From an optimization exercise on the open Yosys and OpenROAD flow, aimed at small area, a short achievable clock period and few clock cycles; shortcuts taken in it are not production practice. In this exercise RTL edits were held to simulation tests only and were not proved equivalent to the original. Power and IR drop assume default switching activity.

==> design/flow/flow/run.sh <==
#!/bin/bash
set -euo pipefail
bash standard.sh SETUP_SLACK_MARGIN=5.2 "BUFFER_PORTS_ARGS=-buffer_cell sky130_fd_sc_hd__buf_2" finish > standard_flow.log 2>&1
==> design/flow/standard.sh <==
#!/bin/bash
# synth_recipe.tcl (not shown) runs the flow's synth.tcl, then flattens the netlist and writes it again
# the make line also repeats each setting of config.mk as NAME=value (left out here)
make -C /OpenROAD-flow-scripts/flow DESIGN_CONFIG=/design/flow/config.mk WORK_HOME=/design/flow/orfs CLKGATE_MAP_FILE= SYNTH_SCRIPT=/design/flow/synth_recipe.tcl "${@:-finish}"
==> design/flow/config.mk <==
export PLATFORM = sky130hd
export DESIGN_NAME = laser_stripe_center_extract
export DESIGN_NICKNAME = laser_stripe_center_extract
export VERILOG_FILES = /design/flow/design.v
export SDC_FILE = /design/flow/constraint.sdc
export NUM_CORES = 4
export LEC_CHECK = 0
export CAP_MARGIN = 20
export CORE_MARGIN = 2
export CORE_UTILIZATION = 40
export CTS_BUF_LIST = sky130_fd_sc_hd__clkbuf_8
export CTS_CLUSTER_DIAMETER = 60
export CTS_CLUSTER_SIZE = 16
export SLEW_MARGIN = 20
==> design/flow/constraint.sdc <==
create_clock -name core_clock -period 8.0 [get_ports {clk}]
set_input_delay 1.6000 -clock core_clock [delete_from_list [all_inputs] [get_ports {clk}]]
set_output_delay 1.6000 -clock core_clock [all_outputs]
set_load 0.01 [all_outputs]
==> design/flow/design.v <==
package lsce_pkg;
  localparam int COL_W    = 12;
  localparam int ROW_W    = 12;
  localparam int CENTRE_W = 20;
  function automatic logic uge16(input logic [15:0] x, input logic [15:0] z);
    logic [15:0] gt, eq;
    gt = x & ~z;
    eq = ~(x ^ z);
    for (int w = 1; w < 16; w = w * 2) begin
      for (int i = 0; i + w < 16; i = i + 2 * w) begin
        gt[i] = gt[i+w] | (eq[i+w] & gt[i]);
        eq[i] = eq[i+w] & eq[i];
      end
    end
    uge16 = gt[0] | eq[0];
  endfunction
  function automatic logic sge9(input logic [8:0] x, input logic [8:0] z);
    sge9 = uge16({7'd0, ~x[8], x[7:0]}, {7'd0, ~z[8], z[7:0]});
  endfunction
  function automatic logic sge10(input logic [9:0] x, input logic [9:0] z);
    sge10 = uge16({6'd0, ~x[9], x[8:0]}, {6'd0, ~z[9], z[8:0]});
  endfunction
  function automatic logic sge13(input logic [12:0] x, input logic [12:0] z);
    sge13 = uge16({3'd0, ~x[12], x[11:0]}, {3'd0, ~z[12], z[11:0]});
  endfunction
endpackage
module lsce_front (
  input  logic        clk,
  input  logic        rst_n,
  input  logic        in_push,
  output logic        in_full,
  input  logic [7:0]  in_pixel,
  input  logic        in_row_end,
  input  logic        in_frame_end,
  input  logic [8:0]  thr,
  input  logic        job_free,
  input  logic        job_idle_next,
  output logic        job_load,
  output logic [8:0]  job_p,
  output logic [9:0]  job_d1,
  output logic [8:0]  job_s,
  output logic [9:0]  job_d2,
  output logic [12:0] job_sum,
  output logic [12:0] job_wid,
  output logic        job_found,
  input  logic        res_pop,
  input  logic        res_last,
  output logic [11:0] row_number,
  output logic        job_last
);
  logic [7:0]        pd0_r, pd1_r;
  logic [11:0]       kcm_r;         
  logic              rstart_r;      
  logic              ev_v_r;        
  logic              ev_f_r;        
  logic              ev_last_r;
  logic signed [8:0] ev_g_r;
  logic              accept, room;
  logic signed [8:0] pk1_r, tr1_r, prev_r;
  logic signed [8:0] pk0_r, pk2_r, tr0_r, tr2_r;
  logic [11:0]       pkc_r, trc_r;          
  logic              pk_pend_r, tr_pend_r, pk_at0_r, tr_at0_r;
  logic              fresh_r;               
  logic              fin_r, fin_last_r, full_r;
  logic [11:0]       row_r;
  logic signed [8:0] n_pk1, n_tr1, n_prev;
  logic signed [8:0] n_pk0, n_pk2, n_tr0, n_tr2;
  logic [11:0]       n_pkc, n_trc;
  logic              n_pk_pend, n_tr_pend, n_pk_at0, n_tr_at0, n_fresh;
  logic              upd_pk, upd_tr, fin_take;
  logic signed [9:0] trt;
  logic signed [8:0] g, g0;
  assign in_full = full_r;
  assign row_number = row_r;
  assign accept  = in_push && !full_r;
  assign room    = kcm_r != 12'hfff;
  always_ff @(posedge clk) begin
    if (!rst_n) begin
      rstart_r <= 1'b1;
      ev_v_r <= 1'b0;
      ev_f_r <= 1'b0;
    end else begin
      ev_v_r <= accept && !rstart_r && room;
      ev_f_r <= accept ? in_row_end : (ev_f_r && !fin_take);
      if (accept) begin
        rstart_r <= in_row_end;
      end
    end
  end
  always_ff @(posedge clk) begin
    ev_g_r <= $signed({1'b0, in_pixel}) - $signed({1'b0, pd1_r});
    if (accept) begin
      pd1_r <= pd0_r;
      pd0_r <= in_pixel;
      if (rstart_r) begin
        kcm_r <= '0;
      end else if (room) begin
        kcm_r <= kcm_r + 12'd1;
      end
      if (in_row_end) begin
        ev_last_r <= in_frame_end;
      end
    end
  end
  always_comb begin
    g    = ev_g_r;
    g0   = fresh_r ? 9'sd0 : g;
    upd_pk = fresh_r || lsce_pkg::sge9(g, pk1_r);
    upd_tr = fresh_r || !lsce_pkg::sge9(g, tr1_r);
    n_pk1 = pk1_r;  n_pk0 = pk0_r;  n_pk2 = pk2_r;  n_pkc = pkc_r;
    n_pk_pend = pk_pend_r;  n_pk_at0 = pk_at0_r;
    n_tr1 = tr1_r;  n_tr0 = tr0_r;  n_tr2 = tr2_r;  n_trc = trc_r;
    n_tr_pend = tr_pend_r;  n_tr_at0 = tr_at0_r;
    n_prev = prev_r;
    n_fresh = fresh_r;
    if (ev_v_r) begin
      if (upd_pk) begin
        n_pk1 = g0;
        n_pk0 = prev_r;
        n_pk2 = '0;                           
        n_pkc = kcm_r;
        n_pk_pend = 1'b1;
        n_pk_at0 = fresh_r;
      end else if (pk_pend_r) begin
        n_pk2 = g;
        n_pk_pend = 1'b0;
      end
      if (upd_tr) begin
        n_tr1 = g0;
        n_tr0 = prev_r;
        n_tr2 = '0;
        n_trc = kcm_r;
        n_tr_pend = 1'b1;
        n_tr_at0 = fresh_r;
      end else if (tr_pend_r) begin
        n_tr2 = g;
        n_tr_pend = 1'b0;
      end
      n_prev = g0;
      n_fresh = 1'b0;
    end
    job_load = fin_r && job_free;
    job_p    = 9'(pk1_r - pk0_r);                               
    job_d1   = 10'({pk1_r, 1'b0} - 10'(pk0_r) - 10'(pk2_r));   
    job_s    = 9'(tr2_r - tr1_r);                               
    job_d2   = 10'(10'(tr0_r) + 10'(tr2_r) - {tr1_r, 1'b0});   
    job_sum  = {1'b0, pkc_r} + {1'b0, trc_r};                   
    job_wid  = {1'b0, trc_r} - {1'b0, pkc_r};                   
    trt = 10'(tr1_r) + $signed({1'b0, thr});
    job_found = !fresh_r && !pk_at0_r && !tr_at0_r
                && lsce_pkg::sge10(10'(pk1_r), {1'b0, thr})    
                && (trt[9] || trt == 10'sd0)                    
                && (pk1_r > 9'sd0) && (tr1_r <= 9'sd0);
    job_last = fin_last_r;
    fin_take = ev_f_r && (!fin_r || job_load);
  end
  always_ff @(posedge clk) begin
    pk1_r <= n_pk1;  pk0_r <= n_pk0;  pk2_r <= n_pk2;  pkc_r <= n_pkc;
    pk_pend_r <= n_pk_pend;  pk_at0_r <= n_pk_at0;
    tr1_r <= n_tr1;  tr0_r <= n_tr0;  tr2_r <= n_tr2;  trc_r <= n_trc;
    tr_pend_r <= n_tr_pend;  tr_at0_r <= n_tr_at0;
    prev_r <= n_prev;
    if (fin_take) begin
      fin_last_r <= ev_last_r;
    end
  end
  always_ff @(posedge clk) begin
    if (!rst_n) begin
      fresh_r <= 1'b1;
      fin_r <= 1'b0;
      full_r <= 1'b0;
      row_r <= '0;
    end else begin
      fresh_r <= n_fresh || job_load;
      fin_r <= fin_take || (fin_r && !job_load);
      full_r <= (fin_take || (fin_r && !job_load)) && !job_idle_next;
      if (res_pop) begin
        if (res_last) begin
          row_r <= '0;
        end else if (row_r != 12'hfff) begin
          row_r <= row_r + 12'd1;
        end
      end
    end
  end
endmodule
module lsce_back (
  input  logic               clk,
  input  logic               rst_n,
  input  logic signed [12:0] wmin,
  input  logic signed [12:0] wmax,
  input  logic               job_load,
  input  logic [8:0]         job_p,
  input  logic [9:0]         job_d1,
  input  logic [8:0]         job_s,
  input  logic [9:0]         job_d2,
  input  logic [12:0]        job_sum,
  input  logic [12:0]        job_wid,
  input  logic               job_found,
  input  logic               job_last,
  output logic               job_free,
  output logic               job_idle_next,
  output logic               out_empty,
  input  logic               out_pop,
  output logic               res_pop,
  output logic               out_found,
  output logic [lsce_pkg::CENTRE_W-1:0] out_centre_q8,
  output logic               out_last
);
  logic [9:0]  r1_r, d1_r, r2_r, d2_r;
  logic [12:0] jm_r;           
  logic [12:0] jn_r;           
  logic        ok_r, last_r;
  logic        run_r, run_n, empty_r, deliver;
  logic [4:0]  cnt_r;
  logic        found_r, olast_r;
  logic [19:0] centre_r;
  logic [10:0] t1, t2;
  logic        dg1, dg2;
  logic [9:0]  nr1, nr2;
  logic        wid_ok, eq, decide, lt, dd1_r, dd2_r, eq_r;
  logic signed [9:0]  tv, tv_inc, tv_dec, tv_step;
  logic [19:0] centre;
  assign out_empty     = empty_r;
  assign out_found     = found_r;
  assign out_centre_q8 = centre_r;
  assign out_last      = olast_r;
  assign res_pop       = out_pop && !empty_r;
  assign job_free      = !run_r;
  always_comb begin
    t1  = {r1_r, 1'b0} - {1'b0, d1_r};
    t2  = {r2_r, 1'b0} - {1'b0, d2_r};
    dg1 = !t1[10];
    dg2 = !t2[10];
    nr1 = dg1 ? t1[9:0] : {r1_r[8:0], 1'b0};
    nr2 = dg2 ? t2[9:0] : {r2_r[8:0], 1'b0};
    wid_ok = lsce_pkg::sge13(jn_r, wmin) && lsce_pkg::sge13(wmax, jn_r);
    tv = $signed(jn_r[9:0]);
    tv_inc = tv + 10'sd1;
    tv_dec = tv - 10'sd1;
    if (dd1_r && !dd2_r) begin
      tv_step = {tv[8:0], 1'b1};
    end else if (!dd1_r && dd2_r) begin
      tv_step = {tv_dec[8:0], 1'b1};
    end else begin
      tv_step = {tv[8:0], 1'b0};
    end
    eq = ((r1_r == r2_r) && (d1_r == d2_r)) || ((r1_r == '0) && (r2_r == '0));
    decide = eq_r || (dd1_r != dd2_r) || (cnt_r == 5'd28);
    lt = !eq_r && !dd1_r && dd2_r;
    centre = {jm_r + {11'h7ff, ~jn_r[9], jn_r[8]}, jn_r[7:1]};
    deliver = run_r && cnt_r == 5'd31 && empty_r;
    run_n = job_load || (run_r && !deliver);
    job_idle_next = !run_n;
  end
  always_ff @(posedge clk) begin
    if (!rst_n) begin
      run_r <= 1'b0;
      empty_r <= 1'b1;
    end else begin
      run_r <= run_n;
      if (deliver) begin
        empty_r <= 1'b0;
      end else if (out_pop) begin
        empty_r <= 1'b1;
      end
    end
  end
  always_ff @(posedge clk) begin
    if (deliver) begin
      centre_r <= centre;
      found_r <= ok_r;
      olast_r <= last_r;
    end
  end
  always_ff @(posedge clk) begin
    dd1_r <= dg1;
    dd2_r <= dg2;
    eq_r  <= eq;
    if (job_load) begin
      r1_r <= {1'b0, job_p};
      d1_r <= job_d1;
      r2_r <= {1'b0, job_s};
      d2_r <= job_d2;
      jm_r <= job_sum;
      jn_r <= job_wid;
      ok_r <= job_found;
      last_r <= job_last;
      cnt_r <= '0;
    end else if (run_r && cnt_r != 5'd31) begin
      cnt_r <= cnt_r + 5'd1;
      r1_r <= nr1;                              
      r2_r <= nr2;
      if (cnt_r == 5'd0) begin
        jn_r <= '0;                             
        if (!(ok_r && wid_ok)) begin
          ok_r <= 1'b0;
          jm_r <= 13'd2;
          cnt_r <= 5'd31;
        end
      end else if (cnt_r < 5'd9) begin
        jn_r[9:0] <= tv_step;                   
      end else if (decide) begin
        jn_r[9:0] <= lt ? tv : tv_inc;
        cnt_r <= 5'd31;
      end
    end
  end
endmodule
module laser_stripe_center_extract (
  input  logic                clk,
  input  logic                rst_n,
  input  logic                in_push,
  output logic                in_full,
  input  logic [7:0]          in_pixel,
  input  logic                in_row_end,
  input  logic                in_frame_end,
  output logic                out_empty,
  input  logic                out_pop,
  output logic [lsce_pkg::ROW_W-1:0]    out_row_number,
  output logic                out_found,
  output logic [lsce_pkg::CENTRE_W-1:0] out_centre_q8,
  output logic                out_last,
  input  logic                cfg_valid,
  output logic                cfg_ready,
  input  logic [1:0]          cfg_index,
  input  logic [12:0]         cfg_data
);
  logic [8:0]         thr_r;
  logic signed [12:0] wmin_r, wmax_r;
  logic        job_free, job_idle_next, job_load, job_found, job_last;
  logic [8:0]  job_p, job_s;
  logic [9:0]  job_d1, job_d2;
  logic [12:0] job_sum, job_wid;
  logic        res_pop;
  assign cfg_ready = 1'b1;
  always_ff @(posedge clk) begin
    if (!rst_n) begin
      thr_r  <= 9'd35;
      wmin_r <= 13'sd1;
      wmax_r <= 13'sd20;
    end else if (cfg_valid) begin
      case (cfg_index)
        2'd0: thr_r  <= cfg_data[8:0];
        2'd1: wmin_r <= $signed(cfg_data);
        2'd2: wmax_r <= $signed(cfg_data);
        default: begin
        end
      endcase
    end
  end
  lsce_front u_front (
    .clk       (clk),
    .rst_n     (rst_n),
    .in_push   (in_push),
    .in_full   (in_full),
    .in_pixel  (in_pixel),
    .in_row_end(in_row_end),
    .in_frame_end(in_frame_end),
    .thr       (thr_r),
    .job_free  (job_free),
    .job_idle_next(job_idle_next),
    .job_load  (job_load),
    .job_p     (job_p),
    .job_d1    (job_d1),
    .job_s     (job_s),
    .job_d2    (job_d2),
    .job_sum   (job_sum),
    .job_wid   (job_wid),
    .job_found (job_found),
    .res_pop   (res_pop),
    .res_last  (out_last),
    .row_number(out_row_number),
    .job_last  (job_last)
  );
  lsce_back u_back (
    .clk            (clk),
    .rst_n          (rst_n),
    .wmin           (wmin_r),
    .wmax           (wmax_r),
    .job_load       (job_load),
    .job_p          (job_p),
    .job_d1         (job_d1),
    .job_s          (job_s),
    .job_d2         (job_d2),
    .job_sum        (job_sum),
    .job_wid        (job_wid),
    .job_found      (job_found),
    .job_last       (job_last),
    .job_free       (job_free),
    .job_idle_next  (job_idle_next),
    .out_empty      (out_empty),
    .out_pop        (out_pop),
    .res_pop        (res_pop),
    .out_found      (out_found),
    .out_centre_q8  (out_centre_q8),
    .out_last       (out_last)
  );
endmodule
==> results of run 1 <==
timing repair:
action,CTS,global route
pin swaps,3,2
gates resized for setup,18,19
endpoints found under the hold margin,0,0
cloned,1,0
setup buffers,16,13
endpoints found under the setup margin,101,105
worst paths after layout:
| check | start | end | cells past startpoint |
|---|---|---|---|
| worst min-delay path | u_front.pd0_r[1] | u_front.pd1_r[1] | 0 |
| worst max-delay path | u_back.found_r | out_found | 1 |
| worst min register to register | u_front.pd0_r[1] | u_front.pd1_r[1] | 0 |
| worst max register to register | u_back.r2_r[1] | u_back.r2_r[6] | 9 |
sequential cells by signal, indices dropped and copies added, names as in the netlist, 10 cells and up:
name / flops
u_back.r1_r: 10
wmin_r: 13
u_back.d2_r: 10
u_back.r2_r: 10
u_front.trc_r: 12
u_back.d1_r: 10
u_front.row_r: 12
u_back.centre_r: 20
u_front.kcm_r: 12
u_front.pkc_r: 12
wmax_r: 13
u_back.jn_r: 13
u_back.jm_r: 13
layer usage:
| metal | part of all wire [%] | vias to the layer above |
|---|---|---|
| li1 | - | 5959 |
| met4 | 2.2 | 0 |
| met1 | 48 | 5771 |
| met3 | 3.9 | 67 |
| met5 | 0 | - |
| met2 | 46 | 283 |
power by group through the flow:
stage          clock, mW  combinational (mW)  sequential (mW)
2_1_floorplan          0               0.505             1.75
3_3_place_gp           0               0.642             1.80
3_5_place_dp           0               0.651             1.80
4_1_cts             1.05               0.684             1.76
5_1_grt             1.09               0.778             1.77
6_report            1.02               0.692             1.76
layout by cell type, fill, tap and decap left out, drive strengths merged, types with 25 or more instances in the layout:
cell,instances
xor2,50
dfxtp,74
buf,99
a21boi,32
nor2b,48
ha,160
nor2,102
nor3,34
o21a,25
xnor2,64
o21ai,67
fa,25
inv,195
edfxtp,209
clkbuf,33
nand2,105
a21oi,75
nand3,34
layout make-up:
type                    count  area share (%)
inverters                 187            3.78
clock buffers              31            2.26
repair buffers            101            3.42
diodes                      1          0.0132
clock inverters            21            1.15
well taps                 539            3.57
flip-flops and latches    283            41.2
multi-input cells        1115            44.7
kinds of logic (layout without fill, tap and decap cells):
logic type / count (synthesis) / after routing
mux: 23 / 23
fa+ha+maj: 185 / 185
other cells: 1 / 2
buf+inv: 225 / 340
flops: 283 / 283
xor+xnor: 114 / 114
compound gates: 332 / 332
simple gates: 459 / 460
==> results.tsv, run 1 <==
metric	value	unit
pin_count	67	
yosysWarnings	3	
met1_usage	26.8	%
first_pass_iters	5	
p_comb_share	19.9	%
regToRegSetupSlack	5.28	ns
dieArea	0.0440	mm2
root_buffer	clkbuf_8	
critical_path_class	reg2out	
syn_area	0.0169	mm2
grt_max_degree	51	
postPlaceCellArea	0.0179	mm2
synth_area_leaders	edfxtp_1, ha_1, dfxtp_1, inv_1, xnor2_1	
layout-drive-gt1-share	12.0	%
grt_pass1_vias	11800	
finalWirelength	41800	um
synth_top_area_share	37.0	%
cts.sinks	283	
synth_cells	1622	
cp_max_fo	1	
dp.cells	2195	
path_cells	buf_2	
synth_compound_area_share	13.2	%
period_share	34.8	%
cts_buffer_depth	3	
min_period	2.78	ns
drc_errors	0	
cts_tree	built	
status	finished clean	
switchingPower	1.06	mW
rows	75	
dieHeight	210	um
vdd_ir_drop_max	0.000119	V
power.density	184	mW/mm2
coreArea	0.0419	mm2
met2_usage	31.3	%
crit_arrival	1.18	ns
synth_common_cells	edfxtp_1, inv_1, ha_1, nand2_1, nor2_1	
synthArstFlopShare	0	%
grt.total_usage	19.0	%
postCtsHoldBufs	0	
internal_power	2.42	mW
slew_headroom	28.0	%
portBuffers	65	
crit_buf_inv	1	
synthSimpleGateAreaFrac	13.8	%
post_drt_wl_per_cell	18.3	um
tns	0	ns
finalSetupViolCount	0	
pre_cts_slack	4.71	ns
clock_latency	0.62	ns
synth_area_leader_cell	edfxtp_1	
cpLargestDelayFamily	flip-flops	
post-route-util	45.2	%
grt_setup_unrepaired	true	
syn_to_final_growth	11.5	%
hold_viol	0	
die_width	210	um
synth_nets	1837	
clock.fmax	0.360	GHz
overflow	0	
ff_latch_area	0.00778	mm2
synth_most_common_cell	edfxtp_1	
path_clk_slew	0.10	ns
fill_cells	3936	
p_total	3.48	mW
design_area	0.0189	mm2
synth-edff-count	209	
place_congestion	0.886	
tightest_slew	1.07	ns
first_iter_violations	898	
synth.avg_cell_area	10.4	um2
power.leakage	7.60	nW
antenna_found_initial	1	
ant_nets	0	
swShare	30.4	%
htree_levels	1	
pwr-share-seq	50.7	%
multi_input_area	0.00844	mm2
holdCritPathClass	reg2reg	
num_vias	12100	
power_frac_clock	29.4	%
fin_skew	0.0244	ns
slowest_delay	0.41	ns
hold_ws	0.426	ns
startpoint_type	flip-flop	
vias_per_cell	5.30	
synth.distinct_cells	76	
final_max_slew_viol_count	0	
synth_top_family_by_area	adder cells	
synth_xor_area_share	5.89	%
final_cells	2278	
start_util	40.5	%
grt_first_pass_wirelength	65700	um
dp_hpwl	31600	um
nets	1931	
synth-main-ff-cell	edfxtp_1	
crit_required	6.40	ns
fin_ws	5.22	ns
use_met3	2.23	%
endpoint_kind	output pin	
seq_area_frac_synth	45.8	%
cts_buffers	28	
maxCapViolations	0	
synth-adder-area-share	14.8	%
slowest_stage	edfxtp_1	
ys_ff_latch	283	
muxShareOfSynthArea	1.42	%
top_usage_layer	met2	
Testbench counts, summed over its fixed seeds: cycles 85,097.
==> run 2, diff against run 1 <==
==> design/flow/flow/run.sh (replaced) <==
#!/bin/bash
set -euo pipefail
bash standard.sh SETUP_SLACK_MARGIN=5.2 finish > standard_flow.log 2>&1
==> results.tsv, run 2 <==
metric	value	unit	change
startpoint_type	flip-flop		unchanged
synth_most_common_cell	edfxtp_1		unchanged
synth_nets	1837		unchanged
met2_usage	30.7	%	was 31.3%
htree_levels	1		unchanged
synthArstFlopShare	0	%	unchanged
synth_top_area_share	37.0	%	unchanged
clock_latency	0.63	ns	was 0.62 ns
p_total	3.46	mW	was 3.48 mW
grt_first_pass_wirelength	66700	um	was 65700 um
tightest_slew	1.02	ns	was 1.07 ns
use_met3	2.80	%	was 2.23%
r2r-start	u_back.d1_r[0]		was u_back.r2_r[1]
postPlaceCellArea	0.0182	mm2	was 0.0179 mm2
start_util	40.5	%	unchanged
die_width	210	um	unchanged
layout-drive-gt1-share	11.3	%	was 12.0%
regToRegSetupSlack	5.30	ns	was 5.28 ns
status	finished clean		unchanged
grt_pass1_vias	12000		was 11800
root_buffer	clkbuf_8		unchanged
clock.fmax	0.358	GHz	was 0.360 GHz
cts.sinks	283		unchanged
crit_buf_inv	1		unchanged
cts_tree	built		unchanged
crit_required	6.40	ns	about the same
period_share	34.9	%	was 34.8%
vdd_ir_drop_max	0.000136	V	was 0.000119 V
largest_register_ffs	20		unchanged
grt_max_degree	50		was 51
path_depth	1		unchanged
min_delay_path_depth	0		unchanged
endpoint_kind	output pin		unchanged
hold_ws	0.424	ns	was 0.426 ns
nets	1948		was 1931
power.leakage	7.70	nW	was 7.60 nW
critical_path_class	reg2out		unchanged
maxCapViolations	0		unchanged
rr_worst_depth	9		unchanged
ys_ff_latch	283		unchanged
path_cells	buf_2		unchanged
grt_setup_unrepaired	true		unchanged
dp_hpwl	31700	um	was 31600 um
min_period	2.79	ns	was 2.78 ns
antenna_found_initial	0		was 1
crit_arrival	1.19	ns	was 1.18 ns
cp_max_fo	1		unchanged
min_to	u_front.pd1_r[6]		was u_front.pd1_r[1]
grt.total_usage	19.3	%	was 19.0%
path_clk_slew	0.10	ns	about the same
layout_common_cells	edfxtp_1, inv_1, ha_1		unchanged
met1_usage	27.3	%	was 26.8%
place_congestion	0.902		was 0.886
post_drt_wl_per_cell	18.4	um	was 18.3 um
hold_viol	0		unchanged
dieHeight	210	um	unchanged
fin_skew	0.0285	ns	was 0.0244 ns
final_max_slew_viol_count	0		unchanged
synth-main-ff-cell	edfxtp_1		unchanged
synth.distinct_cells	76		unchanged
design_area	0.0192	mm2	was 0.0189 mm2
r2r_end	u_back.r1_r[5]		was u_back.r2_r[6]
ant_nets	0		unchanged
num_vias	12200		was 12100
num_antenna_cells	0		was 1
rows	75		unchanged
finalWirelength	42300	um	was 41800 um
cpLargestDelayFamily	flip-flops		unchanged
synth-edff-count	209		unchanged
hp-start	u_front.pd0_r[6]		was u_front.pd0_r[1]
synth_common_cells	edfxtp_1, inv_1, ha_1, nand2_1, nor2_1		unchanged
yosysWarnings	3		unchanged
portBuffers	65		unchanged
first_iter_violations	1009		was 898
synth.avg_cell_area	10.4	um2	unchanged
seq_area_frac_synth	45.8	%	unchanged
drc_errors	0		unchanged
synth_cells	1622		unchanged
holdCritPathClass	reg2reg		unchanged
top_usage_layer	met2		unchanged
tns	0	ns	unchanged
cts_buffers	28		unchanged
slowest_stage	edfxtp_1		unchanged
postCtsHoldBufs	0		unchanged
cts_buffer_depth	3		unchanged
coreArea	0.0419	mm2	unchanged
slowest_delay	0.42	ns	was 0.41 ns
mostFrequentLayoutCell	edfxtp_1		unchanged
pin_count	67		unchanged
synth_area_leaders	edfxtp_1, ha_1, dfxtp_1, inv_1, xnor2_1		unchanged
power.density	180	mW/mm2	was 184 mW/mm2
synth_area_leader_cell	edfxtp_1		unchanged
syn_to_final_growth	13.1	%	was 11.5%
vias_per_cell	5.34		was 5.30
syn_area	0.0169	mm2	unchanged
dieArea	0.0440	mm2	unchanged
finalSetupViolCount	0		unchanged
overflow	0		unchanged
top_register	u_back.centre_r		unchanged
slew_headroom	31.2	%	was 28.0%
first_pass_iters	6		was 5
==> run 2: cell counts after synthesis <==
No cell type changed its count.
==> run 2: final cells by class <==
class	count	area [um2]
clock buffer	30	413
clock inverter	22	195
fill	3986	22700
inverter	187	711
multi-input combinational	1115	8470
sequential	283	7780
tap	539	674
timing repair buffer	118	925
==> run 2: cells by family (layout without fill, tap and decap cells) <==
| kind of cell | Yosys count | after routing | synth area share, % |
|---|---|---|---|
| AND/OR/NAND/NOR | 459 | 460 | 13.8 |
| AO/OA/AOI/OAI | 332 | 332 | 13.2 |
| flip-flops | 283 | 283 | 45.8 |
| buffers and inverters | 225 | 357 | 5.05 |
| adder cells (fa/ha/maj) | 185 | 185 | 14.8 |
| XOR/XNOR | 114 | 114 | 5.89 |
| multiplexers | 23 | 23 | 1.42 |
| other | 1 | 1 | 0.0221 |
==> run 2: through the flow <==
step | setup WS (ns) | utilization, % | std cells
CTS | 5.05 | 45.4 | 2278
global placement | 4.55 | 43.5 | 2195
global route | 5.17 | 45.8 | 2294
finish | 5.21 | 45.8 | 2294
floorplan | 5.20 | - | 1622
detailed placement | 4.49 | 43.5 | 2195
==> run 2: how the worst max path moves through the flow <==
| stage | start | endpoint | slack, ns |
|---|---|---|---|
| final | u_back.found_r | out_found | 5.21 |
| after global routing | u_back.found_r | out_found | 5.17 |
| after floorplan | in_pixel[0] | u_front.ev_g_r[6] | 5.20 |
| after global placement | cfg_valid | thr_r[8] | 4.55 |
| after detailed placement | cfg_valid | thr_r[7] | 4.49 |
| after CTS | u_front.tr1_r[0] | u_front.tr2_r[7] | 5.05 |
==> run 2: repair_timing <==
| action | in CTS | in global routing |
|---|---|---|
| endpoints found under the setup margin | 149 | 102 |
| pin swaps | 2 | 6 |
| cloned | 1 | 0 |
| setup buffers | 30 | 16 |
| gates resized for setup | 172 | 19 |
==> run 2: power by group <==
part	leakage [nW]	switching [mW]	total, mW	internal [mW]
registers	2.55	0.0933	1.76	1.67
logic	4.82	0.392	0.721	0.328
clock network	0.340	0.566	0.976	0.410
total	7.70	1.05	3.46	2.41
==> run 2: routing by layer <==
layer / wire (um) / share of wire (%) / vias to the layer above
li1: - / - / 5997
met1: 20100 / 48 / 5866
met2: 18900 / 45 / 311
met3: 2130 / 5.0 / 71
met4: 1180 / 2.8 / 0
met5: 0 / 0 / -
==> run 3, diff against run 2 <==
--- a/design/flow/design.v
+++ b/design/flow/design.v
@@ -40,8 +40,8 @@
   output logic [9:0]  job_d1,
   output logic [8:0]  job_s,
   output logic [9:0]  job_d2,
-  output logic [12:0] job_sum,
-  output logic [12:0] job_wid,
+  output logic [11:0] job_pkc,
+  output logic [11:0] job_trc,
   output logic        job_found,
   input  logic        res_pop,
   input  logic        res_last,
@@ -144,8 +144,8 @@
     job_d1   = 10'({pk1_r, 1'b0} - 10'(pk0_r) - 10'(pk2_r));   
     job_s    = 9'(tr2_r - tr1_r);                               
     job_d2   = 10'(10'(tr0_r) + 10'(tr2_r) - {tr1_r, 1'b0});   
-    job_sum  = {1'b0, pkc_r} + {1'b0, trc_r};                   
-    job_wid  = {1'b0, trc_r} - {1'b0, pkc_r};                   
+    job_pkc  = pkc_r;
+    job_trc  = trc_r;
     trt = 10'(tr1_r) + $signed({1'b0, thr});
     job_found = !fresh_r && !pk_at0_r && !tr_at0_r
                 && lsce_pkg::sge10(10'(pk1_r), {1'b0, thr})    
@@ -194,8 +194,8 @@
   input  logic [9:0]         job_d1,
   input  logic [8:0]         job_s,
   input  logic [9:0]         job_d2,
-  input  logic [12:0]        job_sum,
-  input  logic [12:0]        job_wid,
+  input  logic [11:0]        job_pkc,
+  input  logic [11:0]        job_trc,
   input  logic               job_found,
   input  logic               job_last,
   output logic               job_free,
@@ -208,8 +208,10 @@
   output logic               out_last
 );
   logic [9:0]  r1_r, d1_r, r2_r, d2_r;
-  logic [12:0] jm_r;           
-  logic [12:0] jn_r;           
+  logic [13:0] jm_r;           
+  logic [11:0] jn_r;           
+  logic [9:0]  tv_r;           
+  logic        cs_r, bd_r, bmin_r, bmax_r;    
   logic        ok_r, last_r;
   logic        run_r, run_n, empty_r, deliver;
   logic [4:0]  cnt_r;
@@ -218,9 +220,12 @@
   logic [10:0] t1, t2;
   logic        dg1, dg2;
   logic [9:0]  nr1, nr2;
-  logic        wid_ok, eq, decide, lt, dd1_r, dd2_r, eq_r;
-  logic signed [9:0]  tv, tv_inc, tv_dec, tv_step;
+  logic        eq, decide, lt, dd1_r, dd2_r, eq_r;
+  logic signed [9:0]  tv_inc, tv_dec, tv_step;
   logic [19:0] centre;
+  logic [13:0] wmin14, wmax14;
+  logic [1:0]  wmin2, wmax2, sum2, dif2, emin2, emax2;
+  logic        cs_n, bd_n, bmin_n, bmax_n, wid_ok;
   assign out_empty     = empty_r;
   assign out_found     = found_r;
   assign out_centre_q8 = centre_r;
@@ -234,21 +239,28 @@
     dg2 = !t2[10];
     nr1 = dg1 ? t1[9:0] : {r1_r[8:0], 1'b0};
     nr2 = dg2 ? t2[9:0] : {r2_r[8:0], 1'b0};
-    wid_ok = lsce_pkg::sge13(jn_r, wmin) && lsce_pkg::sge13(wmax, jn_r);
-    tv = $signed(jn_r[9:0]);
-    tv_inc = tv + 10'sd1;
-    tv_dec = tv - 10'sd1;
+    tv_inc = tv_r + 10'sd1;
+    tv_dec = tv_r - 10'sd1;
     if (dd1_r && !dd2_r) begin
-      tv_step = {tv[8:0], 1'b1};
+      tv_step = {tv_r[8:0], 1'b1};
     end else if (!dd1_r && dd2_r) begin
       tv_step = {tv_dec[8:0], 1'b1};
     end else begin
-      tv_step = {tv[8:0], 1'b0};
+      tv_step = {tv_r[8:0], 1'b0};
     end
     eq = ((r1_r == r2_r) && (d1_r == d2_r)) || ((r1_r == '0) && (r2_r == '0));
     decide = eq_r || (dd1_r != dd2_r) || (cnt_r == 5'd28);
     lt = !eq_r && !dd1_r && dd2_r;
-    centre = {jm_r + {11'h7ff, ~jn_r[9], jn_r[8]}, jn_r[7:1]};
+    wmin14 = {wmin[12], wmin};
+    wmax14 = {wmax[12], wmax};
+    wmin2  = wmin14[2*cnt_r[2:0] +: 2];
+    wmax2  = wmax14[2*cnt_r[2:0] +: 2];
+    {cs_n, sum2}   = {1'b0, jm_r[1:0]} + {1'b0, jn_r[1:0]} + {2'b0, cs_r};
+    {bd_n, dif2}   = {1'b0, jn_r[1:0]} - {1'b0, jm_r[1:0]} - {2'b0, bd_r};
+    {bmin_n, emin2} = {1'b0, dif2} - {1'b0, wmin2} - {2'b0, bmin_r};
+    {bmax_n, emax2} = {1'b0, wmax2} - {1'b0, dif2} - {2'b0, bmax_r};
+    wid_ok = !bmin_r && !bmax_r;
+    centre = {jm_r[12:0] + {11'h7ff, ~tv_r[9], tv_r[8]}, tv_r[7:1]};
     deliver = run_r && cnt_r == 5'd31 && empty_r;
     run_n = job_load || (run_r && !deliver);
     job_idle_next = !run_n;
@@ -282,26 +294,41 @@
       d1_r <= job_d1;
       r2_r <= {1'b0, job_s};
       d2_r <= job_d2;
-      jm_r <= job_sum;
-      jn_r <= job_wid;
+      jm_r <= {2'b0, job_pkc};
+      jn_r <= job_trc;
       ok_r <= job_found;
       last_r <= job_last;
-      cnt_r <= '0;
+      cnt_r <= job_found ? 5'd0 : 5'd31;
+      tv_r <= '0;
+      cs_r <= 1'b0;
+      bd_r <= 1'b0;
+      bmin_r <= 1'b0;
+      bmax_r <= 1'b0;
+      if (!job_found) begin
+        jm_r <= 14'd2;
+      end
     end else if (run_r && cnt_r != 5'd31) begin
       cnt_r <= cnt_r + 5'd1;
       r1_r <= nr1;                              
       r2_r <= nr2;
-      if (cnt_r == 5'd0) begin
-        jn_r <= '0;                             
-        if (!(ok_r && wid_ok)) begin
-          ok_r <= 1'b0;
-          jm_r <= 13'd2;
-          cnt_r <= 5'd31;
-        end
-      end else if (cnt_r < 5'd9) begin
-        jn_r[9:0] <= tv_step;                   
-      end else if (decide) begin
-        jn_r[9:0] <= lt ? tv : tv_inc;
+      if (cnt_r < 5'd7) begin
+        jm_r <= {sum2, jm_r[13:2]};
+        jn_r <= {2'b0, jn_r[11:2]};
+        cs_r <= cs_n;
+        bd_r <= bd_n;
+        bmin_r <= (cnt_r == 5'd6) ? emin2[1] : bmin_n;
+        bmax_r <= (cnt_r == 5'd6) ? emax2[1] : bmax_n;
+      end
+      if (cnt_r >= 5'd1 && cnt_r <= 5'd8) begin
+        tv_r <= tv_step;                        
+      end
+      if (cnt_r == 5'd7 && !wid_ok) begin
+        ok_r <= 1'b0;
+        jm_r <= 14'd2;
+        tv_r <= '0;
+        cnt_r <= 5'd31;
+      end else if (cnt_r >= 5'd9 && decide) begin
+        tv_r <= lt ? tv_r : tv_inc;
         cnt_r <= 5'd31;
       end
     end
@@ -331,7 +358,7 @@
   logic        job_free, job_idle_next, job_load, job_found, job_last;
   logic [8:0]  job_p, job_s;
   logic [9:0]  job_d1, job_d2;
-  logic [12:0] job_sum, job_wid;
+  logic [11:0] job_pkc, job_trc;
   logic        res_pop;
   assign cfg_ready = 1'b1;
   always_ff @(posedge clk) begin
@@ -365,8 +392,8 @@
     .job_d1    (job_d1),
     .job_s     (job_s),
     .job_d2    (job_d2),
-    .job_sum   (job_sum),
-    .job_wid   (job_wid),
+    .job_pkc   (job_pkc),
+    .job_trc   (job_trc),
     .job_found (job_found),
     .res_pop   (res_pop),
     .res_last  (out_last),
@@ -383,8 +410,8 @@
     .job_d1         (job_d1),
     .job_s          (job_s),
     .job_d2         (job_d2),
-    .job_sum        (job_sum),
-    .job_wid        (job_wid),
+    .job_pkc        (job_pkc),
+    .job_trc        (job_trc),
     .job_found      (job_found),
     .job_last       (job_last),
     .job_free       (job_free),
==> results.tsv, run 3 <==
metric	value	unit	change
status	finished clean		unchanged
grt_pass1_vias	11700		was 12000
ant_nets	0		unchanged
path_depth	1		unchanged
cp-startpoint	u_front.full_r		was u_back.found_r
dieHeight	209	um	was 210 um
p_total	3.56	mW	was 3.46 mW
top_register	u_back.centre_r		unchanged
layout-drive-gt1-share	12.8	%	was 11.3%
syn_to_final_growth	14.4	%	was 13.1%
postPlaceCellArea	0.0180	mm2	was 0.0182 mm2
synth_common_cells	edfxtp_1, inv_1, nand2_1, ha_1, nor2_1		was edfxtp_1, inv_1, ha_1, nand2_1, nor2_1
antenna_found_initial	0		unchanged
fin_ws	5.26	ns	was 5.21 ns
synth-edff-count	214		was 209
slew_headroom	31.6	%	was 31.2%
synth_area_leader_cell	edfxtp_1		unchanged
vdd_ir_drop_max	0.000115	V	was 0.000136 V
crit_arrival	1.14	ns	was 1.19 ns
reg_top3	u_back.centre_r: 20 flops, u_back.jm_r: 14 flops		
hold_ws	0.430	ns	was 0.424 ns
power.leakage	7.52	nW	was 7.70 nW
r2r_end	u_back.tv_r[5]		was u_back.r1_r[5]
cp_max_fo	2		was 1
clock.fmax	0.364	GHz	was 0.358 GHz
final_cells	2270		was 2294
layout_common_cells	edfxtp_1, inv_1, nand2_1		was edfxtp_1, inv_1, ha_1
holdCritPathClass	reg2reg		unchanged
crit_required	6.40	ns	about the same
dp.cells	2160		was 2195
syn_area	0.0167	mm2	was 0.0169 mm2
ys_ff_latch	297		was 283
power.density	186	mW/mm2	was 180 mW/mm2
maxCapViolations	0		unchanged
period_share	34.3	%	was 34.9%
grt_first_pass_wirelength	62200	um	was 66700 um
hp-start	u_back.last_r		was u_front.pd0_r[6]
design_area	0.0191	mm2	was 0.0192 mm2
hold_viol	0		unchanged
first_pass_iters	5		was 6
pin_count	67		unchanged
crit_buf_inv	1		unchanged
r2r-start	u_back.cnt_r[0]		was u_back.d1_r[0]
cts.sinks	297		was 283
seq_area_frac_synth	48.3	%	was 45.8%
dieArea	0.0435	mm2	was 0.0440 mm2
synth_area_leaders	edfxtp_1, dfxtp_1, ha_1, inv_1, nand2_1		was edfxtp_1, ha_1, dfxtp_1, inv_1, xnor2_1
endpoint	in_full		was out_found
mostFrequentLayoutCell	edfxtp_1		unchanged
synth.distinct_cells	68		was 76
post_drt_wl_per_cell	17.3	um	was 18.4 um
die_width	209	um	was 210 um
critical_path_class	reg2out		unchanged
rows	74		was 75
grt_max_degree	55		was 50
num_antenna_cells	0		unchanged
postCtsHoldBufs	0		unchanged
endpoint_kind	output pin		unchanged
synth-main-ff-cell	edfxtp_1		unchanged
rr_worst_depth	8		was 9
slowest_delay	0.33	ns	was 0.42 ns
synth_cells	1599		was 1622
post-route-util	46.6	%	was 45.8%
portBuffers	65		unchanged
tns	0	ns	unchanged
path_cells	clkdlybuf4s15_2		was buf_2
coreArea	0.0411	mm2	was 0.0419 mm2
min_period	2.74	ns	was 2.79 ns
synthArstFlopShare	0	%	unchanged
cpLargestDelayFamily	flip-flops		unchanged
startpoint_type	flip-flop		unchanged
place_congestion	0.856		was 0.902
tightest_slew	1.03	ns	was 1.02 ns
synth.avg_cell_area	10.5	um2	was 10.4 um2
htree_levels	1		unchanged
clock_latency	0.62	ns	was 0.63 ns
start_util	40.7	%	was 40.5%
overflow	0		unchanged
synth_top_area_share	38.4	%	was 37.0%
finalWirelength	39400	um	was 42300 um
grt_setup_unrepaired	true		unchanged
fin_skew	0.0240	ns	was 0.0285 ns
yosysWarnings	3		unchanged
cts_tree	built		unchanged
final_max_slew_viol_count	0		unchanged
pre_cts_slack	4.46	ns	was 4.49 ns
dp_hpwl	28200	um	was 31700 um
finalSetupViolCount	0		unchanged
num_vias	12000		was 12200
grt.total_usage	17.9	%	was 19.3%
cts_buffers	28		unchanged
slowest_stage	dfxtp_2		was edfxtp_1
first_iter_violations	675		was 1009
largest_register_ffs	20		unchanged
nets	1889		was 1948
path_clk_slew	0.09	ns	was 0.10 ns
regToRegSetupSlack	5.32	ns	was 5.30 ns
cts_buffer_depth	3		unchanged
root_buffer	clkbuf_8		unchanged
synth_nets	1772		was 1837
drc_errors	0		unchanged
vias_per_cell	5.27		was 5.34
synth_most_common_cell	edfxtp_1		unchanged
run 3: cell count changes after synthesis, moves of 8 or more:
cell / change
o21ai_0: -9
xnor2_1: -9
nor2_1: +8
dfxtp_1: +9
ha_1: -47
a21oi_1: -21
nor2b_1: -12
nand4_1: +12
inv_1: -20
a21o_1: -8
nand2_1: +56
nand3_1: +33
run 3: routing by layer:
metal / wire length (um) / global-route usage, % / part of all wire, % / vias to the layer above
li1: - / - / - / 5922
met1: 17100 / 22.6 / 43 / 5687
met2: 18800 / 31.0 / 48 / 280
met3: 1970 / 3.05 / 5.0 / 82
met4: 1530 / 6.16 / 3.9 / 0
met5: 0 / 0 / 0 / -
run 3: power by group:
| part | switching, mW | total (mW) | leakage, nW | internal (mW) |
|---|---|---|---|---|
| registers | 0.106 | 1.85 | 2.66 | 1.74 |
| clock network | 0.579 | 0.992 | 0.322 | 0.413 |
| logic | 0.397 | 0.723 | 4.54 | 0.326 |
run 3: timing repair:
action / CTS / global route
buffers inserted: 34 / 21
resized for setup: 180 / 34
cloned: 2 / 1
endpoints found under the setup margin: 178 / 129
pin swaps: 1 / 10
run 3: cells by family (layout without fill, tap and decap cells):
logic type                 count (synthesis)  in the layout  synth area share, %
adders and majority gates                143            143                 12.0
AOI/OAI and AO/OA                        270            271                 11.2
muxes                                     33             33                 2.30
buffers and inverters                    213            351                 5.02
DFF                                      297            297                 48.3
xor gates and xnor gates                 103            103                 5.39
other                                      1              1               0.0224
and+or+nand+nor                          539            539                 15.7
run 3: layout make-up:
class                   instances  area (um2)
fillers                      3838       22000
inverters                     164         631
repair buffers                134        1060
repair inverters                1        7.51
multi-input cells            1090        8060
clock inverters                21         175
well taps                     532         666
flip-flops and latches        297        8110
clock buffers                  31         427
run 3: how the worst min path moves through the flow:
stage | end | slack (ns) | cells past startpoint
final | u_back.olast_r | 0.43 | 0
after global routing | u_front.pd1_r[1] | 0.44 | 0
after CTS | u_front.pd1_r[5] | 0.43 | 0
after detailed placement | u_front.pd1_r[4] | 0.41 | 0
after global placement | u_back.olast_r | 0.40 | 0
after floorplan | u_back.found_r | 0.40 | 0
Testbench counts of run 3, summed over its fixed seeds: cycles 85,102.
==> run 4, diff against run 3 <==
==> design/flow/flow/run.sh (replaced) <==
#!/bin/bash
set -euo pipefail
bash standard.sh SETUP_SLACK_MARGIN=5.1 "BUFFER_PORTS_ARGS=-buffer_cell sky130_fd_sc_hd__buf_2" finish > standard_flow.log 2>&1
==> results.tsv, run 4 <==
metric	value	unit	change
ys_ff_latch	297		unchanged
first_pass_iters	5		unchanged
pwr-share-seq	52.4	%	was 51.8%
crit_arrival	1.24	ns	was 1.14 ns
hold_viol	0		unchanged
coreArea	0.0411	mm2	unchanged
synth_most_common_cell	edfxtp_1		unchanged
design_area	0.0186	mm2	was 0.0191 mm2
regToRegSetupSlack	5.18	ns	was 5.32 ns
seq_area_frac_synth	48.3	%	unchanged
nets	1858		was 1889
grt.total_usage	17.8	%	was 17.9%
post_drt_wl_per_cell	17.5	um	was 17.3 um
holdCritPathClass	reg2reg		unchanged
crit_buf_inv	1		unchanged
slew_headroom	33.7	%	was 31.6%
die_width	209	um	unchanged
rows	74		unchanged
cts_tree	built		unchanged
start_util	40.7	%	unchanged
cts_buffers	29		was 28
tns	0	ns	unchanged
clock.fmax	0.352	GHz	was 0.364 GHz
synth_cells	1599		unchanged
layout_common_cells	edfxtp_1, inv_1, nand2_1		unchanged
cts_buffer_depth	3		unchanged
min_period	2.84	ns	was 2.74 ns
power.density	190	mW/mm2	was 186 mW/mm2
dieArea	0.0435	mm2	unchanged
path_clk_slew	0.10	ns	was 0.09 ns
hold_ws	0.428	ns	was 0.430 ns
grt_setup_unrepaired	true		unchanged
synth_area_leader_cell	edfxtp_1		unchanged
dieHeight	209	um	unchanged
cts.sinks	297		unchanged
fin_ws	5.16	ns	was 5.26 ns
final_cells	2239		was 2270
maxCapViolations	0		unchanged
largest_register_ffs	20		unchanged
pin_count	67		unchanged
power_frac_clock	28.3	%	was 27.9%
synth.distinct_cells	68		unchanged
synth-edff-count	214		unchanged
switchingPower	1.08	mW	about the same
htree_levels	1		unchanged
synth_common_cells	edfxtp_1, inv_1, nand2_1, ha_1, nor2_1		unchanged
layout-drive-gt1-share	11.1	%	was 12.8%
p_total	3.53	mW	was 3.56 mW
internal_power	2.45	mW	was 2.48 mW
dp.cells	2158		was 2160
finalWirelength	39100	um	was 39400 um
syn_to_final_growth	11.1	%	was 14.4%
final_max_slew_viol_count	0		unchanged
synth_nets	1772		unchanged
portBuffers	65		unchanged
endpoint_kind	output pin		unchanged
grt_pass1_vias	11400		was 11700
swShare	30.7	%	was 30.4%
first_iter_violations	824		was 675
grt_first_pass_wirelength	61700	um	was 62200 um
p_comb_share	19.3	%	was 20.3%
synth_area_leaders	edfxtp_1, dfxtp_1, ha_1, inv_1, nand2_1		unchanged
period_share	35.5	%	was 34.3%
postCtsHoldBufs	0		unchanged
clock_latency	0.63	ns	was 0.62 ns
num_antenna_cells	0		unchanged
root_buffer	clkbuf_8		unchanged
postPlaceCellArea	0.0176	mm2	was 0.0180 mm2
synth-main-ff-cell	edfxtp_1		unchanged
dp_hpwl	28600	um	was 28200 um
ant_nets	0		unchanged
synth_top_area_share	38.4	%	unchanged
cp_max_fo	3		was 2
critical_path_class	reg2out		unchanged
synthArstFlopShare	0	%	unchanged
vdd_ir_drop_max	0.000133	V	was 0.000115 V
synth.avg_cell_area	10.5	um2	unchanged
slowest_stage	edfxtp_1		was dfxtp_2
slowest_delay	0.45	ns	was 0.33 ns
power.leakage	7.32	nW	was 7.52 nW
vias_per_cell	5.31		was 5.27
drc_errors	0		unchanged
syn_area	0.0167	mm2	unchanged
finalSetupViolCount	0		unchanged
cpLargestDelayFamily	flip-flops		unchanged
startpoint_type	flip-flop		unchanged
overflow	0		unchanged
top_register	u_back.centre_r		unchanged
reg_top3	u_back.centre_r: 20 flops, u_back.jm_r: 14 flops		unchanged
antenna_found_initial	2		was 0
pre_cts_slack	4.61	ns	was 4.46 ns
tightest_slew	0.991	ns	was 1.03 ns
mostFrequentLayoutCell	edfxtp_1		unchanged
path_cells	buf_2		was clkdlybuf4s15_2
status	finished clean		unchanged
num_vias	11900		was 12000
fin_skew	0.0228	ns	was 0.0240 ns
yosysWarnings	3		unchanged
grt_max_degree	54		was 55
post-route-util	45.2	%	was 46.6%
place_congestion	0.852		was 0.856
crit_required	6.40	ns	about the same
## run 4: cell counts after synthesis
Identical to the previous run, type by type.
## run 4: cell families after synthesis
family | count (synthesis) | share of synthesized area (%)
compound gates | 270 | 11.2
xor+xnor | 103 | 5.39
fa+ha+maj | 143 | 12.0
buf+inv | 213 | 5.02
flops | 297 | 48.3
mux | 33 | 2.30
other cells | 1 | 0.0224
simple gates | 539 | 15.7
## run 4: worst paths after layout
kind,from,to,cells past startpoint
min,u_front.ev_last_r,u_front.fin_last_r,0
max,u_back.olast_r,out_last,1
min reg2reg,u_front.ev_last_r,u_front.fin_last_r,0
max reg2reg,u_front.tr1_r[0],u_back.ok_r,14
## run 4: routing by layer
metal | wire (um) | part of all wire, % | up-vias | global-route usage (%)
li1 | - | - | 5869 | -
met1 | 17600 | 45 | 5693 | 23.8
met2 | 18900 | 48 | 259 | 30.7
met3 | 1490 | 3.8 | 63 | 2.14
met4 | 998 | 2.6 | 0 | 5.05
met5 | 0 | 0 | - | 0
## run 4: area by class of cell
class                           count  area (um2)
Fill cell                        3923       22500
Inverter                          164         619
Multi-Input combinational cell   1090        7950
Clock inverter                     23         205
Timing Repair inverter              1        5.00
Clock buffer                       30         413
Sequential cell                   297        8090
Tap cell                          532         666
Timing Repair Buffer              102         639
## run 4: power groups by stage
stage	logic [mW]	registers [mW]	clock network, mW
after floorplan	0.521	1.83	0
after global placement	0.620	1.89	0
after detailed placement	0.635	1.89	0
after CTS	0.658	1.85	1.03
after global routing	0.767	1.86	1.09
final	0.681	1.85	0.997
## run 4: what timing repair did
| action | in CTS | in global routing |
|---|---|---|
| gates resized for setup | 7 | 16 |
| endpoints found under the hold margin | 0 | 0 |
| gates cloned | 1 | 1 |
| buffers inserted | 13 | 13 |
| pin swaps | 1 | 3 |
| setup endpoints to repair | 108 | 135 |
==> run 5, diff against run 4 <==
==> design/flow/flow/run.sh (replaced) <==
#!/bin/bash
set -euo pipefail
bash standard.sh SETUP_SLACK_MARGIN=5.35 "BUFFER_PORTS_ARGS=-buffer_cell sky130_fd_sc_hd__buf_2" finish > standard_flow.log 2>&1
==> results.tsv, run 5 <==
metric	value	unit	change
status	finished clean		unchanged
synth_nets	1772		unchanged
antenna_found_initial	1		was 2
portBuffers	65		unchanged
drc_errors	0		unchanged
power.leakage	7.76	nW	was 7.32 nW
place_congestion	0.888		was 0.852
tightest_slew	0.867	ns	was 0.991 ns
cp_max_fo	2		was 3
die_width	209	um	unchanged
dp.cells	2157		was 2158
vdd_ir_drop_max	0.000110	V	was 0.000133 V
hold_viol	0		unchanged
tns	0	ns	unchanged
startpoint_type	flip-flop		unchanged
start_util	40.7	%	unchanged
grt.total_usage	18.7	%	was 17.8%
layout-drive-gt1-share	17.6	%	was 11.1%
cts_tree	built		unchanged
largest_register_ffs	20		unchanged
synthArstFlopShare	0	%	unchanged
postPlaceCellArea	0.0176	mm2	about the same
vias_per_cell	5.29		was 5.31
slowest_delay	0.40	ns	was 0.45 ns
layout_common_cells	edfxtp_1, inv_1, nand2_1		unchanged
synth-main-ff-cell	edfxtp_1		unchanged
synth-edff-count	214		unchanged
cts_buffer_depth	3		unchanged
grt_pass1_vias	11900		was 11400
crit_buf_inv	1		unchanged
clock.fmax	0.362	GHz	was 0.352 GHz
seq_area_frac_synth	48.3	%	unchanged
final_cells	2297		was 2239
fill_cells	3860		was 3923
synth_area_leaders	edfxtp_1, dfxtp_1, ha_1, inv_1, nand2_1		unchanged
rows	74		unchanged
synth_cells	1599		unchanged
grt_first_pass_wirelength	64500	um	was 61700 um
design_area	0.0196	mm2	was 0.0186 mm2
slew_headroom	42.1	%	was 33.7%
fin_skew	0.0211	ns	was 0.0228 ns
grt_setup_unrepaired	true		unchanged
hold_ws	0.427	ns	was 0.428 ns
holdCritPathClass	reg2reg		unchanged
path_cells	buf_2		unchanged
yosysWarnings	3		unchanged
ant_nets	0		unchanged
synth_top_area_share	38.4	%	unchanged
endpoint_kind	output pin		unchanged
dp_hpwl	28800	um	was 28600 um
multi_input_area	0.00832	mm2	was 0.00795 mm2
critical_path_class	reg2out		unchanged
syn_area	0.0167	mm2	unchanged
final_max_slew_viol_count	0		unchanged
syn_to_final_growth	17.2	%	was 11.1%
nets	1915		was 1858
grt_max_degree	54		unchanged
overflow	0		unchanged
num_vias	12100		was 11900
period_share	34.5	%	was 35.5%
maxCapViolations	0		unchanged
path_clk_slew	0.09	ns	was 0.10 ns
cpLargestDelayFamily	flip-flops		unchanged
dieArea	0.0435	mm2	unchanged
ys_ff_latch	297		unchanged
top_register	u_back.centre_r		unchanged
first_pass_iters	9		was 5
min_period	2.76	ns	was 2.84 ns
reg_top3	u_back.centre_r: 20 flops, u_back.jm_r: 14 flops		unchanged
first_iter_violations	798		was 824
synth_most_common_cell	edfxtp_1		unchanged
coreArea	0.0411	mm2	unchanged
cts.sinks	297		unchanged
synth_common_cells	edfxtp_1, inv_1, nand2_1, ha_1, nor2_1		unchanged
cts_buffers	28		was 29
crit_required	6.40	ns	about the same
htree_levels	1		unchanged
synth.distinct_cells	68		unchanged
ff_latch_area	0.00811	mm2	was 0.00809 mm2
power.density	184	mW/mm2	was 190 mW/mm2
post-route-util	47.7	%	was 45.2%
post_drt_wl_per_cell	18.1	um	was 17.5 um
clock_latency	0.62	ns	was 0.63 ns
pin_count	67		unchanged
finalWirelength	41600	um	was 39100 um
synth_area_leader_cell	edfxtp_1		unchanged
finalSetupViolCount	0		unchanged
slowest_stage	edfxtp_1		unchanged
mostFrequentLayoutCell	edfxtp_1		unchanged
root_buffer	clkbuf_8		unchanged
dieHeight	209	um	unchanged
crit_arrival	1.16	ns	was 1.24 ns
synth.avg_cell_area	10.5	um2	unchanged
==> run 5: cell families after synthesis <==
| group | count (synthesis) | share of synthesized area [%] |
|---|---|---|
| buf+inv | 213 | 5.02 |
| xor+xnor | 103 | 5.39 |
| mux | 33 | 2.30 |
| simple gates | 539 | 15.7 |
| compound gates | 270 | 11.2 |
| flops | 297 | 48.3 |
| other cells | 1 | 0.0224 |
| fa+ha+maj | 143 | 12.0 |
==> run 5: per-stage QoR <==
| stage | worst slack [ns] | power (mW) |
|---|---|---|
| 6_report | 5.24 | 3.60 |
| 2_1_floorplan | 5.17 | 2.35 |
| 4_1_cts | 5.18 | 3.59 |
| 5_1_grt | 5.17 | 3.79 |
| 3_5_place_dp | 4.65 | 2.53 |
| 3_3_place_gp | 4.66 | 2.51 |
==> run 5: worst paths after layout <==
kind                          from          endpoint  slack (ns)  cells past startpoint
setup / recovery    u_back.olast_r          out_last        5.24                      1
setup reg to reg  u_front.pk1_r[8]    u_back.jm_r[8]        5.33                      8
hold / removal    u_front.pd0_r[6]  u_front.pd1_r[6]        0.43                      0
hold reg to reg   u_front.pd0_r[6]  u_front.pd1_r[6]        0.43                      0
==> run 5: layout make-up <==
| type | instances | area share, % |
|---|---|---|
| sequential | 297 | 41.4 |
| tap | 532 | 3.39 |
| clock buffer | 31 | 2.18 |
| antenna | 1 | 0.0128 |
| multi-input combinational | 1092 | 42.4 |
| timing repair buffer | 158 | 6.40 |
| inverter | 164 | 3.21 |
| timing repair inverter | 1 | 0.0383 |
| clock inverter | 21 | 0.957 |
==> run 5: repair_timing <==
| action | CTS | global route |
|---|---|---|
| pin swaps | 15 | 26 |
| buffers inserted | 47 | 32 |
| endpoints found under the setup margin | 222 | 167 |
| gates cloned | 4 | 4 |
| hold buffers | 0 | 0 |
| gates resized for setup | 76 | 65 |
==> run 5: routing by layer <==
layer / up-vias / wire length [um] / track usage (%)
met1: 5831 / 18500 / 24.1
met5: - / 0 / 0
met4: 0 / 1530 / 7.39
met3: 78 / 1750 / 2.99
met2: 256 / 19900 / 31.4
li1: 5983 / - / -
==> run 5: worst reg2reg max path, cell delays in order, from the launching register on <==
cell	delay, ns
edfxtp_1	0.49
or4_1	0.52
or3_1	0.32
or4_4	0.48
a21oi_4	0.26
buf_4	0.17
buf_6	0.10
nand4_1	0.10
nand3_1	0.11
==> run 5: power breakdown <==
part | internal (mW) | switching [mW]
Clock | 0.430 | 0.571
Combinational | 0.336 | 0.420
Sequential | 1.74 | 0.106
==> run 6, diff against run 5 <==
==> design/flow/flow/run.sh (replaced) <==
#!/bin/bash
set -euo pipefail
bash standard.sh SETUP_SLACK_MARGIN=5.2 "BUFFER_PORTS_ARGS=-buffer_cell sky130_fd_sc_hd__buf_2" finish > standard_flow.log 2>&1
==> results.tsv, run 6 <==
metric	value	unit	change
portBuffers	65		unchanged
status	finished clean		unchanged
clock.fmax	0.365	GHz	was 0.362 GHz
hold_viol	0		unchanged
synth_area_leaders	edfxtp_1, dfxtp_1, ha_1, inv_1, nand2_1		unchanged
use_met3	2.16	%	was 2.99%
num_antenna_cells	0		was 1
synth_most_common_cell	edfxtp_1		unchanged
drc_errors	0		unchanged
root_buffer	clkbuf_8		unchanged
cts_tree	built		unchanged
cp_max_fo	5		was 2
path_clk_slew	0.10	ns	was 0.09 ns
synth.distinct_cells	68		unchanged
nets	1863		was 1915
synth_top_family_by_area	simple AND/OR/NAND/NOR gates		unchanged
start_util	40.7	%	unchanged
grt_first_pass_wirelength	60900	um	was 64500 um
largest_register_ffs	20		unchanged
htree_levels	1		unchanged
final_max_slew_viol_count	0		unchanged
syn_to_final_growth	11.6	%	was 17.2%
synth_common_cells	edfxtp_1, inv_1, nand2_1, ha_1, nor2_1		unchanged
place_congestion	0.876		was 0.888
overflow	0		unchanged
grt_setup_unrepaired	true		unchanged
first_pass_iters	5		was 9
slowest_stage	dfxtp_2		was edfxtp_1
dieArea	0.0435	mm2	unchanged
finalWirelength	38400	um	was 41600 um
synth-main-ff-cell	edfxtp_1		unchanged
critical_path_class	reg2out		unchanged
synth_top_area_share	38.4	%	unchanged
vdd_ir_drop_max	0.000127	V	was 0.000110 V
cts_buffer_depth	3		unchanged
met2_usage	30.4	%	was 31.4%
power.density	189	mW/mm2	was 184 mW/mm2
hp-start	u_front.pd0_r[1]		was u_front.pd0_r[6]
post_drt_wl_per_cell	17.1	um	was 18.1 um
die_width	209	um	unchanged
startpoint_type	flip-flop		unchanged
grt_pass1_vias	11500		was 11900
synth.avg_cell_area	10.5	um2	unchanged
cts.sinks	297		unchanged
met1_usage	23.0	%	was 24.1%
cp-startpoint	u_front.row_r[3]		was u_back.olast_r
dp_hpwl	28500	um	was 28800 um
rows	74		unchanged
yosysWarnings	3		unchanged
synth-adder-area-share	12.0	%	unchanged
layout-drive-gt1-share	12.5	%	was 17.6%
dieHeight	209	um	unchanged
min_delay_path_depth	0		unchanged
top_register	u_back.centre_r		unchanged
vias_per_cell	5.27		was 5.29
power.leakage	7.36	nW	was 7.76 nW
coreArea	0.0411	mm2	unchanged
hold_ws	0.423	ns	was 0.427 ns
postCtsHoldBufs	0		unchanged
seq_area_frac_synth	48.3	%	unchanged
reg_top3	u_back.centre_r: 20 flops, u_back.jm_r: 14 flops		unchanged
synthArstFlopShare	0	%	unchanged
holdCritPathClass	reg2reg		unchanged
rr_worst_depth	7		was 8
top_usage_layer	met2		unchanged
finalSetupViolCount	0		unchanged
muxShareOfSynthArea	2.30	%	unchanged
post-route-util	45.4	%	was 47.7%
synthSimpleGateAreaFrac	15.7	%	unchanged
first_iter_violations	738		was 798
crit_buf_inv	1		unchanged
min_period	2.74	ns	was 2.76 ns
cts_buffers	29		was 28
synth_xor_area_share	5.39	%	unchanged
synth_cells	1599		unchanged
ant_nets	0		unchanged
pin_count	67		unchanged
slowest_delay	0.38	ns	was 0.40 ns
crit_arrival	1.14	ns	was 1.16 ns
grt_max_degree	55		was 54
syn_area	0.0167	mm2	unchanged
maxCapViolations	0		unchanged
path_cells	buf_2		unchanged
synth_nets	1772		unchanged
tns	0	ns	unchanged
r2r-start	u_front.pk1_r[2]		was u_front.pk1_r[8]
synth-edff-count	214		unchanged
antenna_found_initial	1		unchanged
crit_required	6.40	ns	about the same
synth_compound_area_share	11.2	%	unchanged
clock_latency	0.63	ns	was 0.62 ns
path_depth	1		unchanged
grt.total_usage	17.5	%	was 18.7%
cpLargestDelayFamily	flip-flops		unchanged
mostFrequentLayoutCell	edfxtp_1		unchanged
num_vias	11800		was 12100
tightest_slew	1.01	ns	was 0.867 ns
endpoint_kind	output pin		unchanged
fin_skew	0.0307	ns	was 0.0211 ns
period_share	34.3	%	was 34.5%
slew_headroom	32.6	%	was 42.1%
synth_area_leader_cell	edfxtp_1		unchanged
ys_ff_latch	297		unchanged
layout_common_cells	edfxtp_1, inv_1, nand2_1		unchanged
[run 6: per-stage QoR]
step / setup slack (ns) / area [um2] / instances / power [mW]
6_report: 5.26 / 18700 / 2243 / 3.54
3_3_place_gp: 4.73 / 17600 / 2157 / 2.50
2_1_floorplan: 5.17 / 16800 / 1599 / 2.35
3_5_place_dp: 4.68 / 17600 / 2158 / 2.52
4_1_cts: 5.20 / 18400 / 2226 / 3.55
5_1_grt: 5.12 / 18700 / 2243 / 3.72
[run 6: timing repair]
item                       CTS  global route
cloned                       2             0
gates resized for setup     22            23
setup endpoints to repair  130           120
buffers inserted            14            16
pin swaps                    2             2
[run 6: metal layers]
metal	share of wire, %	vias to the layer above
li1	-	5868
met3	3.8	63
met5	0	-
met4	2.8	0
met1	45	5676
met2	48	222
[run 6: cells by family (layout without fill, tap and decap cells)]
logic type,Yosys count,after routing
AO/OA/AOI/OAI,270,271
XOR/XNOR,103,103
adder cells (fa/ha/maj),143,143
buffers and inverters,213,324
flip-flops,297,297
multiplexers,33,33
other,1,1
AND/OR/NAND/NOR,539,539
[run 6: path summary, 6_finish.rpt]
kind                       endpoint  slack, ns
setup / recovery  out_row_number[3]       5.26
hold / removal     u_front.pd1_r[1]       0.42
setup reg to reg     u_back.d1_r[9]       5.27
hold reg to reg    u_front.pd1_r[1]       0.42
[run 6: where the power goes]
part,leakage [nW],total (mW),switching (mW),internal [mW]
clock network,0.320,1.01,0.583,0.430
logic,4.38,0.677,0.386,0.291
registers,2.66,1.85,0.106,1.74
total,7.36,3.54,1.08,2.46
[run 6: final cells by class]
| class | instances | area (um2) |
|---|---|---|
| Inverter | 164 | 627 |
| Clock buffer | 29 | 399 |
| Timing Repair Buffer | 107 | 684 |
| Fill cell | 3889 | 22400 |
| Clock inverter | 23 | 220 |
| Timing Repair inverter | 1 | 7.51 |
| Sequential cell | 297 | 8100 |
| Tap cell | 532 | 666 |
| Multi-Input combinational cell | 1090 | 7980 |

-- what the ideal ports hide --
In the flow no input, the clock included, has a driving cell. The finished layouts below were timed again as built, in two steps. Step 1 (the two cells are an assumption about what drives the block):
set clk [get_ports {clk}]
set_driving_cell -lib_cell sky130_fd_sc_hd__clkbuf_16 $clk
set_driving_cell -lib_cell sky130_fd_sc_hd__buf_2 [delete_from_list [all_inputs] $clk]
Step 2 times the ports against the registers' clock, not the clock port: input delays grow and output delays shrink by t, the midpoint of the rising clock arrivals with the driver on. Slacks: ideal ports / drivers / drivers and shift; pairs: ideal ports / drivers.
| run | t (ns) | slack for setup (ns) | worst setup path at the end | clock arrival spread, ns | worst register clock-pin slew, ns |
|---|---|---|---|---|---|
| run 1 | 0.660 | 5.220 / 5.167 / 4.931 | input to register | 0.025 / 0.024 | 0.10 / 0.10 |
| run 2 | 0.663 | 5.207 / 5.159 / 4.639 | input to register | 0.029 / 0.029 | 0.10 / 0.10 |
| run 3 | 0.654 | 5.256 / 5.206 / 4.644 | input to register | 0.024 / 0.024 | 0.11 / 0.11 |
| run 4 | 0.665 | 5.162 / 5.115 / 4.907 | input to register | 0.028 / 0.027 | 0.10 / 0.10 |
| run 5 | 0.653 | 5.241 / 5.196 / 4.899 | input to register | 0.022 / 0.022 | 0.10 / 0.10 |
| run 6 | 0.665 | 5.257 / 5.211 / 4.868 | input to register | 0.031 / 0.031 | 0.11 / 0.11 |
After both steps every run listed still meets setup and hold. The setup slack of run 3, which loses most, moves by -0.050 ns with the drivers and by -0.612 ns with both steps.
